Source: an optimization exercise on an open RTL-to-GDS flow (aim: small area, a short achievable clock period and few clock cycles per item). Production flows keep margins and buffers that such runs may drop.
At most, simulation tests tie the RTL to the original design; equivalence was not proved.
Power is estimated from default activity; no workload was simulated.

Design csr_index_generator, start of the top module:
module csr_index_generator
(
    input  logic     ap_clk,
    input  logic     areset_generator,
    input  logic     config_valid,
    input  csr_index_pkg::index_t   config_index_start,
    input  csr_index_pkg::index_t   config_index_end,
    input  csr_index_pkg::index_t   config_stride,
    input  csr_index_pkg::address_t config_base_address,
    input  csr_index_pkg::shift_t   config_shift_amount,
    input  logic     config_shift_left,
    input  logic     request_ready,
    output logic     idle,
    output logic     done,
    output logic     request_valid,
    output csr_index_pkg::index_t   request_index,
    output csr_index_pkg::address_t request_address
);
Size in the first run: about 1400 cells after synthesis, about 300 flip-flops, roughly 210 I/O pins.
clock: 7.0 ns
lec_check: 0
cap_margin: 20
core_margin: 2
core_utilization: 65
cts_buf_list: sky130_fd_sc_hd__clkbuf_8
setup_slack_margin: 4.15
slew_margin: 20
standard.sh (not shown) runs the stock make flow with config.mk's settings and CLKGATE_MAP_FILE= SYNTH_SCRIPT=/design/flow/synth_recipe.tcl, a recipe that flattens the netlist after the stock synthesis.
==> flow/flow/run.sh <==
#!/bin/bash
# Standard layout, with plain buffers (instead of delay cells) on the ports
set -euo pipefail
bash standard.sh "BUFFER_PORTS_ARGS=-buffer_cell sky130_fd_sc_hd__buf_2" finish > standard.log 2>&1
The starting point ran to the end with no violations.
Testbench counts at the start, summed over its fixed seeds: cycles 27,423, items 23,020.
Rerun with:
==> flow/flow/run.sh (replaced) <==
#!/bin/bash
# Standard layout, with plain buffers (instead of delay cells) on the ports
set -euo pipefail
bash standard.sh "BUFFER_PORTS_ARGS=-buffer_cell sky130_fd_sc_hd__buf_1" finish > standard.log 2>&1
CTS_BUF_LIST = default   (was sky130_fd_sc_hd__clkbuf_8)
SETUP_SLACK_MARGIN = 4.0   (was 4.15)
Effect: The new run passed the timing, design-rule and antenna checks; power went up by 3.4%; die area does not change; count of clock-buffer cells in the layout went down by 13; combinational power went down by about 8%; final area went down by 2.3%; utilization went down by 1.8 points.
Rerun with:
==> flow/flow/run.sh (replaced) <==
#!/bin/bash
# Standard layout, with plain buffers (instead of delay cells) on the ports
set -euo pipefail
bash standard.sh "BUFFER_PORTS_ARGS=-buffer_cell sky130_fd_sc_hd__buf_2" finish > standard.log 2>&1
CORE_UTILIZATION = 70   (was 65)
CTS_BUF_LIST = sky130_fd_sc_hd__clkbuf_16   (was default)
CTS_CLUSTER_DIAMETER = 80   (was default)
CTS_CLUSTER_SIZE = 30   (was default)
Effect: Critical path depth went down by 3. Global-route usage went up by 2.4 points. Setup slack got worse by 0.046 ns. Clock power went down by well over a third. Sequential power is about the same. Routed wire length went up slightly. Utilization went up by 3.6 points.
Rerun with:
CORE_UTILIZATION = 40   (was 70)
CTS_BUF_LIST = default   (was sky130_fd_sc_hd__clkbuf_16)
CTS_CLUSTER_DIAMETER = default   (was 80)
CTS_CLUSTER_SIZE = default   (was 30)
Result: The new run finished with timing, DRC and antenna clean; first-iteration DRC count drops by 37%; design area climbs by 6.0%; flip-flop and latch count stays the same; wire length climbs by 7.3%; non-clock buffer count climbs by 9; sequential power hardly moves; area after synthesis is unchanged; hold slack loses 0.0094 ns; die area climbs by 73%; register-to-register slack gains 0.06 ns; critical path depth climbs by 1.
Rerun with:
CORE_UTILIZATION = 65   (was 40)
CTS_BUF_LIST = sky130_fd_sc_hd__clkbuf_16   (was default)
CTS_CLUSTER_DIAMETER = 80   (was default)
CTS_CLUSTER_SIZE = 30   (was default)
Design area came out lower by a few percent.
Non-clock buffer count climbs by 2.
Count of clock-buffer cells in the layout is lower by 27.
Hold slack is about the same.

run A:
Starting RTL as in the previous note.
export LEC_CHECK = 0
export CAP_MARGIN = 20
export CORE_MARGIN = 2
export CORE_UTILIZATION = 75
export CTS_BUF_LIST = sky130_fd_sc_hd__clkbuf_8
export SETUP_SLACK_MARGIN = 4.0
export SLEW_MARGIN = 20
create_clock -name core_clock -period 7.0 [get_ports {ap_clk}]
==> flow/flow/run.sh <==
#!/bin/bash
# Standard layout, with plain buffers (instead of delay cells) on the ports
set -euo pipefail
bash standard.sh "BUFFER_PORTS_ARGS=-buffer_cell sky130_fd_sc_hd__buf_2" finish > standard.log 2>&1
Run A went all the way through synthesis, placement and routing and the layout is clean on timing, DRC and antenna.
Testbench counts of run A, summed over its fixed seeds: cycles 27,423, items 23,020.
### run A -> run B
Settings: a change of CORE_UTILIZATION from 75 to 65; a change of SETUP_SLACK_MARGIN from 4.0 to 3.8.
--- outcome ---
Count of plain and timing-repair buffers in the layout (lower): run B
Summary: with run A as the reference, final cell count in run B moved up by a few percent.
Run B closes out successfully: all stages finished, all timing, DRC and antenna checks passed.
The higher clock tree cell share of total cell area of run B and run A is in run B.
When run B is set beside run A, its tightest hold margin turns out to be 0.0081 ns smaller.
Input-level comparison between run C and run B:
Settings: setting CTS_CLUSTER_DIAMETER to 60 for the first time; changing SETUP_SLACK_MARGIN from 3.8 to 4.0; setting CTS_CLUSTER_SIZE to 20 for the first time.
Notes after the runs:
- In run C relative to run B, final design area excluding fillers had gone down slightly.
- The synthesis-to-finish area growth of run C falls short of that of run B by 1.9 points.
- Comparing run C with run B, the sum of negative setup slack came out essentially unchanged.
- For run C, the slowest cell on the critical path was sky130_fd_sc_hd__edfxtp_1, unlike run B, where it was sky130_fd_sc_hd__fa_1.
- Clock buffer count in the final layout | run C below run B
- Looking at area share of buffers outside the clock network across run C and run B, the one that comes out lower is run B.
- The internal power consumption of run C was superior to that of run B.
- Logic depth of the worst setup path including buffers for run C: 3 down relative to run B
- Between run C and run B, the non-clock buffer count is higher for run C.
- Overall via count from detail_route is higher on run B
- On run C: total CTS buffers is about 50% lower than what run B gave.
## Diff of input files: run D against run C
Settings: clearing CTS_CLUSTER_DIAMETER, which used to be 60; putting ABC_CLOCK_PERIOD_IN_PS at 3000 where nothing was set; clearing CTS_CLUSTER_SIZE, which used to be 20.
Notes after the runs:
- Against run C, run D comes in about 1.1% higher on sum of routed wire segments on met1.
- Cmp run C and run D / first-pass GRT wire length / higher: run D
- Compared with run C, run D shows a higher utilization.
- Wire length reported by the detailed router for run D: 690 um up relative to run C
- Between run C and run D, leakage component of the power is higher for run D, run C comes in under that.
- Delta (run D minus run C): wire length on met3 +160 um, clock-buffer cell count saw an increase, worst clock skew ~0 delta, global-route usage now sits higher.
- Compared to run C, run D has combinational power share 2.0 points lower.
- | maximum clock rate | run D vs run C | better |
Input changes introduced in run E (baseline for comparison: run D):
Settings: clearing ABC_CLOCK_PERIOD_IN_PS, which used to be 3000.
### Flow results
Fraction of layout instances using a drive strength above 1 came out exactly the same in run D and run E. Having completed the whole flow, run E delivered a layout that passed the timing, design-rule and antenna checks. From run D to run E the numbers moved as follows: pin count of the biggest net entering global routing was more or less identical, number of CTS-inserted buffers was more or less identical.

## job 4949
Another version of the RTL of csr_index_generator (not shown whole).
Size: ~1,500 cells after synthesis, roughly 300 flip-flops, roughly 0.018 mm² of cells after synthesis.
export LEC_CHECK = 0
export CAP_MARGIN = 20
export CORE_MARGIN = 2
export CORE_UTILIZATION = 40
export SETUP_SLACK_MARGIN = 4.0
export SLEW_MARGIN = 20
create_clock -name core_clock -period 7.0 [get_ports {ap_clk}]
run.sh (not shown) runs the stock make flow with config.mk's settings and CLKGATE_MAP_FILE= SYNTH_SCRIPT=/design/flow/synth_recipe.tcl, a recipe that flattens the netlist after the stock synthesis.
Stock flow here: none of the scripts above is used.
> inputs changed (job 4949 -> job 1649)
Settings: CORE_UTILIZATION: 40 -> 65.
==> flow/flow/run.sh (new file) <==
#!/bin/bash
# Standard layout, with plain buffers (instead of delay cells) on the ports
set -euo pipefail
bash standard.sh "BUFFER_PORTS_ARGS=-buffer_cell sky130_fd_sc_hd__buf_2" finish > standard.log 2>&1
==> flow/standard.sh (new file) <==
#!/bin/bash
# synth_recipe.tcl (not shown) runs the flow's synth.tcl, then flattens the netlist and writes it again
# the make line also repeats each setting of config.mk as NAME=value (left out here)
make -C /OpenROAD-flow-scripts/flow DESIGN_CONFIG=/design/flow/config.mk WORK_HOME=/design/flow/orfs CLKGATE_MAP_FILE= SYNTH_SCRIPT=/design/flow/synth_recipe.tcl "${@:-finish}"
removed: flow/run.sh
[summary]
- Job 1649 has total power below what job 4949 had.
- The global-route usage reported for job 1649 is greater than that of job 4949 by 9.3 points.
- Relative to job 4949, final cell count has decreased by 283 in job 1649.
- Compared to job 4949, job 1649 has share of the cycle needed by the critical path after routing 0.73 points higher.
- The sum of routed wire length over all layers in job 4949 is 1.12 times that in job 1649.
- Looking at total routed wire length on the met1 layer, job 1649 sits 16% below job 4949.
- Higher proportion of power drawn by the clock network was reported by job 1649, not job 4949.
- [compare] base=job 4949 new=job 1649: minimum clock period after layout +0.051 ns, worst voltage drop across the vdd grid +about 30%, fraction of area in clock buffers and inverters +0.37 points.
Changes in job 183 relative to job 1649:
Settings: a change of SETUP_SLACK_MARGIN from 4.0 to 3.6; a change of CORE_UTILIZATION from 65 to 40.
[summary]
- From job 1649 to job 183 the numbers moved as follows: worst relative slew slack moved down; final instance count without filler cells moved up.
- [compare] base=job 1649 new=job 183: core utilization fell 31 points; routed wire length rose 3.7%; required time at the worst-slack endpoint about even; power share of the clock group rose 2.6 points.
- Of job 1649 and job 183, job 1649 shows the higher detailed-route wire length per cell, with job 183 below it.
- Comparing the two runs side by side, job 183 comes out ahead of job 1649 on internal power.
- Job 1649 consumes more power than job 183.
- The count of TritonRoute iterations in the first routing pass number comes out lower for job 183 vs job 1649.
Function was not checked in any run of this note: the RTL went through the layout flow alone.

north:
The RTL this note starts from:
==> flow/design.v <==
package csr_index_pkg;
    parameter int INDEX_WIDTH   = 32;
    parameter int ADDRESS_WIDTH = 32;
    parameter int SHIFT_WIDTH   = 5;
    typedef logic [INDEX_WIDTH-1:0]   index_t;
    typedef logic [ADDRESS_WIDTH-1:0] address_t;
    typedef logic [SHIFT_WIDTH-1:0]   shift_t;
endpackage
`timescale 1ns/1ns
module csr_index_sequencer
(
    input  logic   ap_clk,
    input  logic   areset_generator,
    input  logic   config_valid,
    input  csr_index_pkg::index_t   config_index_start,
    input  csr_index_pkg::index_t   config_index_end,
    input  csr_index_pkg::index_t   config_stride,
    input  csr_index_pkg::address_t config_base_address,
    input  csr_index_pkg::shift_t   config_shift_amount,
    input  logic   config_shift_left,
    input  logic   stage_ready,
    output logic   idle,
    output logic   done,
    output logic   gen_valid,
    output csr_index_pkg::index_t   gen_index,
    output csr_index_pkg::address_t base_address,
    output csr_index_pkg::shift_t   rotate_amount,
    output logic   shift_left
);
    logic                  valid;
    logic                  done_reg;
    csr_index_pkg::index_t count;
    csr_index_pkg::index_t end_reg;
    csr_index_pkg::index_t stride_reg;
    logic                  accept;
    logic                  advance;
    logic                  start_more;
    logic                  step_more;
    assign accept  = config_valid && !valid;
    assign advance = valid && stage_ready;
    csr_index_pkg::index_t unused_start_total;
    logic                  start_borrow;
    csr_prefix_adder #(.WIDTH(csr_index_pkg::INDEX_WIDTH)) i_start_compare (
        .a         (config_index_start),
        .b         (~config_index_end),
        .carry_in  (1'b1),
        .sum       (unused_start_total),
        .carry_out (start_borrow)
    );
    assign start_more = !start_borrow;
    logic [csr_index_pkg::INDEX_WIDTH:0]   csa_a, csa_b, csa_c, csa_sum, csa_carry;
    logic [csr_index_pkg::INDEX_WIDTH:0]   unused_csa_total;
    logic                                  step_borrow;
    always_comb begin
        csa_a     = {1'b0, count};
        csa_b     = {1'b0, stride_reg};
        csa_c     = ~{1'b0, end_reg};
        csa_sum   = csa_a ^ csa_b ^ csa_c;
        csa_carry = (csa_a & csa_b) | (csa_a & csa_c) | (csa_b & csa_c);
    end
    csr_prefix_adder #(.WIDTH(csr_index_pkg::INDEX_WIDTH+1)) i_step_compare (
        .a         (csa_sum),
        .b         ({csa_carry[csr_index_pkg::INDEX_WIDTH-1:0], 1'b0}),
        .carry_in  (1'b1),
        .sum       (unused_csa_total),
        .carry_out (step_borrow)
    );
    assign step_more = !step_borrow;
    csr_index_pkg::index_t step_index;
    logic                  unused_carry;
    csr_prefix_adder #(.WIDTH(csr_index_pkg::INDEX_WIDTH)) i_count_adder (
        .a         (count),
        .b         (stride_reg),
        .carry_in  (1'b0),
        .sum       (step_index),
        .carry_out (unused_carry)
    );
    always_ff @(posedge ap_clk) begin
        if (areset_generator) begin
            valid    <= 1'b0;
            done_reg <= 1'b0;
        end else begin
            done_reg <= (accept && !start_more) || (advance && !step_more);
            if (accept) begin
                valid <= start_more;
            end else if (advance) begin
                valid <= step_more;
            end
        end
    end
    always_ff @(posedge ap_clk) begin
        if (accept) begin
            count <= config_index_start;
        end else if (advance) begin
            count <= step_index;
        end
    end
    always_ff @(posedge ap_clk) begin
        if (accept) begin
            end_reg      <= config_index_end;
            stride_reg   <= config_stride;
            base_address <= config_base_address;
            rotate_amount <= config_shift_left ? config_shift_amount
                                                : -config_shift_amount;
            shift_left   <= config_shift_left;
        end
    end
    assign idle      = !valid;
    assign done      = done_reg;
    assign gen_valid = valid;
    assign gen_index = count;
endmodule
`timescale 1ns/1ns
module csr_address_map
(
    input  logic     ap_clk,
    input  logic     stage_enable,
    input  csr_index_pkg::address_t base_address,
    input  csr_index_pkg::shift_t   rotate_amount,
    input  logic     shift_left,
    input  csr_index_pkg::index_t   gen_index,
    output csr_index_pkg::index_t   map_index,
    output csr_index_pkg::address_t map_address
);
    csr_index_pkg::address_t offset;
    csr_index_pkg::address_t offset_reg;
    csr_index_pkg::address_t base_reg;
    csr_index_pkg::address_t rotated;
    csr_index_pkg::address_t keep;
    always_comb begin
        rotated = gen_index;
        for (int k = 0; k < csr_index_pkg::SHIFT_WIDTH; k++) begin
            if (rotate_amount[k]) begin
                rotated = (rotated << (1 << k)) |
                          (rotated >> (csr_index_pkg::ADDRESS_WIDTH - (1 << k)));
            end
        end
        for (int i = 0; i < csr_index_pkg::ADDRESS_WIDTH; i++) begin
            if (shift_left) begin
                keep[i] = i >= rotate_amount;
            end else begin
                keep[i] = (rotate_amount == '0) || (i < rotate_amount);
            end
        end
        offset = rotated & keep;
    end
    always_ff @(posedge ap_clk) begin
        if (stage_enable) begin
            map_index  <= gen_index;
            offset_reg <= offset;
            base_reg   <= base_address;
        end
    end
    logic unused_carry;
    csr_prefix_adder #(.WIDTH(csr_index_pkg::ADDRESS_WIDTH)) i_address_adder (
        .a         (base_reg),
        .b         (offset_reg),
        .carry_in  (1'b0),
        .sum       (map_address),
        .carry_out (unused_carry)
    );
endmodule
module csr_prefix_adder
#(
    parameter int WIDTH = 32
) (
    input  logic [WIDTH-1:0] a,
    input  logic [WIDTH-1:0] b,
    input  logic             carry_in,
    output logic [WIDTH-1:0] sum,
    output logic             carry_out
);
    localparam int LEVELS = $clog2(WIDTH);
    logic [WIDTH-1:0] p;
    logic [WIDTH-1:0] g [LEVELS+1];
    logic [WIDTH-1:0] t [LEVELS+1];
    logic [WIDTH:0]   carry;
    always_comb begin
        p    = a ^ b;
        g[0] = a & b;
        t[0] = p;
        g[0][0] = (a[0] & b[0]) | (p[0] & carry_in);
        for (int l = 0; l < LEVELS; l++) begin
            for (int i = 0; i < WIDTH; i++) begin
                if (((i >> l) & 1) == 1) begin
                    g[l+1][i] = g[l][i] | (t[l][i] & g[l][((i >> l) << l) - 1]);
                    t[l+1][i] = t[l][i] & t[l][((i >> l) << l) - 1];
                end else begin
                    g[l+1][i] = g[l][i];
                    t[l+1][i] = t[l][i];
                end
            end
        end
        carry[0] = carry_in;
        for (int i = 0; i < WIDTH; i++) begin
            carry[i+1] = g[LEVELS][i];
        end
        sum       = p ^ carry[WIDTH-1:0];
        carry_out = carry[WIDTH];
    end
endmodule
`timescale 1ns/1ns
module request_fifo
(
    input  logic     ap_clk,
    input  logic     stage_enable,
    input  csr_index_pkg::index_t   push_index,
    input  csr_index_pkg::address_t push_address,
    output csr_index_pkg::index_t   request_index,
    output csr_index_pkg::address_t request_address
);
    always_ff @(posedge ap_clk) begin
        if (stage_enable) begin
            request_index   <= push_index;
            request_address <= push_address;
        end
    end
endmodule
`timescale 1ns/1ns
module csr_index_generator
(
    input  logic     ap_clk,
    input  logic     areset_generator,
    input  logic     config_valid,
    input  csr_index_pkg::index_t   config_index_start,
    input  csr_index_pkg::index_t   config_index_end,
    input  csr_index_pkg::index_t   config_stride,
    input  csr_index_pkg::address_t config_base_address,
    input  csr_index_pkg::shift_t   config_shift_amount,
    input  logic     config_shift_left,
    input  logic     request_ready,
    output logic     idle,
    output logic     done,
    output logic     request_valid,
    output csr_index_pkg::index_t   request_index,
    output csr_index_pkg::address_t request_address
);
    logic                    stage1_ready;
    logic                    stage2_ready;
    logic                    gen_valid;
    csr_index_pkg::index_t   gen_index;
    csr_index_pkg::address_t base_address;
    csr_index_pkg::shift_t   rotate_amount;
    logic                    shift_left;
    logic                    map_valid;
    csr_index_pkg::index_t   map_index;
    csr_index_pkg::address_t map_address;
    assign stage2_ready = !request_valid || request_ready;
    assign stage1_ready = !map_valid || stage2_ready;
    csr_index_sequencer i_csr_index_sequencer (
        .ap_clk              (ap_clk),
        .areset_generator    (areset_generator),
        .config_valid        (config_valid),
        .config_index_start  (config_index_start),
        .config_index_end    (config_index_end),
        .config_stride       (config_stride),
        .config_base_address (config_base_address),
        .config_shift_amount (config_shift_amount),
        .config_shift_left   (config_shift_left),
        .stage_ready         (stage1_ready),
        .idle                (idle),
        .done                (done),
        .gen_valid           (gen_valid),
        .gen_index           (gen_index),
        .base_address        (base_address),
        .rotate_amount       (rotate_amount),
        .shift_left          (shift_left)
    );
    always_ff @(posedge ap_clk) begin
        if (areset_generator) begin
            map_valid     <= 1'b0;
            request_valid <= 1'b0;
        end else begin
            if (stage1_ready) begin
                map_valid     <= gen_valid;
            end
            if (stage2_ready) begin
                request_valid <= map_valid;
            end
        end
    end
    csr_address_map i_csr_address_map (
        .ap_clk       (ap_clk),
        .stage_enable (stage1_ready),
        .base_address (base_address),
        .rotate_amount (rotate_amount),
        .shift_left   (shift_left),
        .gen_index    (gen_index),
        .map_index    (map_index),
        .map_address  (map_address)
    );
    request_fifo i_request_fifo (
        .ap_clk          (ap_clk),
        .stage_enable    (stage2_ready),
        .push_index      (map_index),
        .push_address    (map_address),
        .request_index   (request_index),
        .request_address (request_address)
    );
endmodule
Settings: LEC_CHECK=0, CAP_MARGIN=20, CORE_MARGIN=2, CORE_UTILIZATION=65, CTS_BUF_LIST=sky130_fd_sc_hd__clkbuf_4, SETUP_SLACK_MARGIN=4.0, SLEW_MARGIN=20; clock period 7.0 ns.
standard.sh (not shown) runs the stock make flow with config.mk's settings and CLKGATE_MAP_FILE= SYNTH_SCRIPT=/design/flow/synth_recipe.tcl, a recipe that flattens the netlist after the stock synthesis.
==> flow/flow/run.sh <==
#!/bin/bash
# Standard layout, with plain buffers (instead of delay cells) on the ports
set -euo pipefail
bash standard.sh "BUFFER_PORTS_ARGS=-buffer_cell sky130_fd_sc_hd__buf_2" finish > standard.log 2>&1
Testbench counts of north, summed over its fixed seeds: cycles 27,423, items 23,020.
Modified inputs, south compared to north
# north
export LEC_CHECK = 0
export CAP_MARGIN = 20
export CORE_MARGIN = 2
export CORE_UTILIZATION = 65
export CTS_BUF_LIST = sky130_fd_sc_hd__clkbuf_4
export SETUP_SLACK_MARGIN = 4.0
export SLEW_MARGIN = 20
create_clock -name core_clock -period 7.0 [get_ports {ap_clk}]
# south
export LEC_CHECK = 0
export CAP_MARGIN = 20
export CORE_MARGIN = 2
export CORE_UTILIZATION = 65
export CTS_BUF_LIST = sky130_fd_sc_hd__clkbuf_8
export CTS_CLUSTER_DIAMETER = 60
export CTS_CLUSTER_SIZE = 16
export SETUP_SLACK_MARGIN = 4.0
export SLEW_MARGIN = 20
create_clock -name core_clock -period 7.0 [get_ports {ap_clk}]
Results
Fraction of the yosys area taken by sequential cells: south vs north identical. south has more setup slack than north. Share of the final layout cell area in multi-input gates: south > north. Per-cell via count in the routed design ends up lower on north. Taking north as the reference, in south clock tree buffer count of the final layout went down 84, sequential share of layout area went up 0.98 points, number of H-tree branching levels went down 2, proportion of power drawn by combinational gates went up 4.0 points, wire length went down 460 µm. In south, post-cts resize count is higher than in north. In south, maximum clock frequency is higher than in north.
Edits applied to the flow inputs when going from south to east:
# south
export LEC_CHECK = 0
export CAP_MARGIN = 20
export CORE_MARGIN = 2
export CORE_UTILIZATION = 65
export CTS_BUF_LIST = sky130_fd_sc_hd__clkbuf_8
export CTS_CLUSTER_DIAMETER = 60
export CTS_CLUSTER_SIZE = 16
export SETUP_SLACK_MARGIN = 4.0
export SLEW_MARGIN = 20
create_clock -name core_clock -period 7.0 [get_ports {ap_clk}]
# east
export LEC_CHECK = 0
export CAP_MARGIN = 20
export CORE_MARGIN = 2
export CORE_UTILIZATION = 65
export SETUP_SLACK_MARGIN = 4.0
export SLEW_MARGIN = 20
create_clock -name core_clock -period 7.0 [get_ports {ap_clk}]
Re aggregate negative setup slack: no difference whatsoever between east and south.
Of east and south, east shows the higher routed wire length, with south below it.
Relative to south, the internal power of the cells measured on east has increased by more than 10%.
Compared with south, east shows a clock latency on the worst-skew pair that is 20 ps lower.
Status | east and south | clean

-- what the ideal ports hide --
In the flow no input, the clock included, has a driving cell. The finished layouts below were timed again as built, in two steps.
Step 1 assumes that a clkbuf_16 drives the clock port and a buf_2 every other input.
Step 2 adds t to the input delays and takes it off the output delays; t is the mean of the earliest and latest rising clock arrival at the registers after step 1. Input paths then give back, and output paths get back, about the clock's delay inside the block.
Slacks: ideal / step 1 / step 2; pairs: ideal / step 1.
| run | shift t [ns] | slack for setup (ns) | hold WS [ns] | worst setup path at the end | cell pins on the clock port's net |
|---|---|---|---|---|---|
| the first run of note 1 | 0.603 | 4.139 / 4.161 / 3.558 | 0.411 / 0.411 / 0.411 | input to register | 1 |
| the second run of note 1 | 0.594 | 4.090 / 4.090 / 3.579 | 0.407 / 0.407 / 0.407 | input to register | 1 |
| the third run of note 1 | 0.552 | 4.045 / 4.045 / 3.570 | 0.421 / 0.421 / 0.421 | input to register | 1 |
| the fourth run of note 1 | 0.578 | 4.030 / 4.057 / 3.479 | 0.411 / 0.411 / 0.411 | input to register | 1 |
| the fifth run of note 1 | 0.551 | 4.138 / 4.138 / 3.625 | 0.410 / 0.410 / 0.410 | input to register | 1 |
| run A | 0.605 | 4.059 / 4.059 / 3.597 | 0.410 / 0.410 / 0.410 | input to register | 1 |
| run B | 0.602 | 3.954 / 3.954 / 3.465 | 0.402 / 0.402 / 0.402 | input to register | 1 |
| run C | 0.619 | 4.077 / 4.077 / 3.591 | 0.411 / 0.411 / 0.411 | input to register | 1 |
| run D | 0.612 | 4.110 / 4.110 / 3.583 | 0.409 / 0.409 / 0.409 | input to register | 1 |
| run E | 0.612 | 4.110 / 4.110 / 3.583 | 0.409 / 0.409 / 0.409 | input to register | 1 |
| job 4949 | 0.599 | 3.988 / 3.988 / 3.434 | 0.416 / 0.416 / 0.416 | input to register | 1 |
| job 1649 | 0.558 | 3.937 / 3.937 / 3.520 | 0.411 / 0.411 / 0.411 | input to register | 1 |
| job 183 | 0.593 | 3.712 / 3.712 / 3.335 | 0.417 / 0.417 / 0.417 | input to register | 1 |
| north | 0.722 | 4.063 / 4.063 / 3.556 | 0.398 / 0.398 / 0.398 | input to register | 1 |
| south | 0.613 | 4.075 / 4.075 / 3.583 | 0.418 / 0.418 / 0.418 | input to register | 1 |
| east | 0.607 | 4.100 / 4.100 / 3.579 | 0.401 / 0.401 / 0.401 | input to register | 1 |
After both steps setup and hold are still met in every run listed. For the first run of note 1, which loses most, drivers alone change the setup slack by +0.022 ns; drivers and shift together by -0.581 ns.
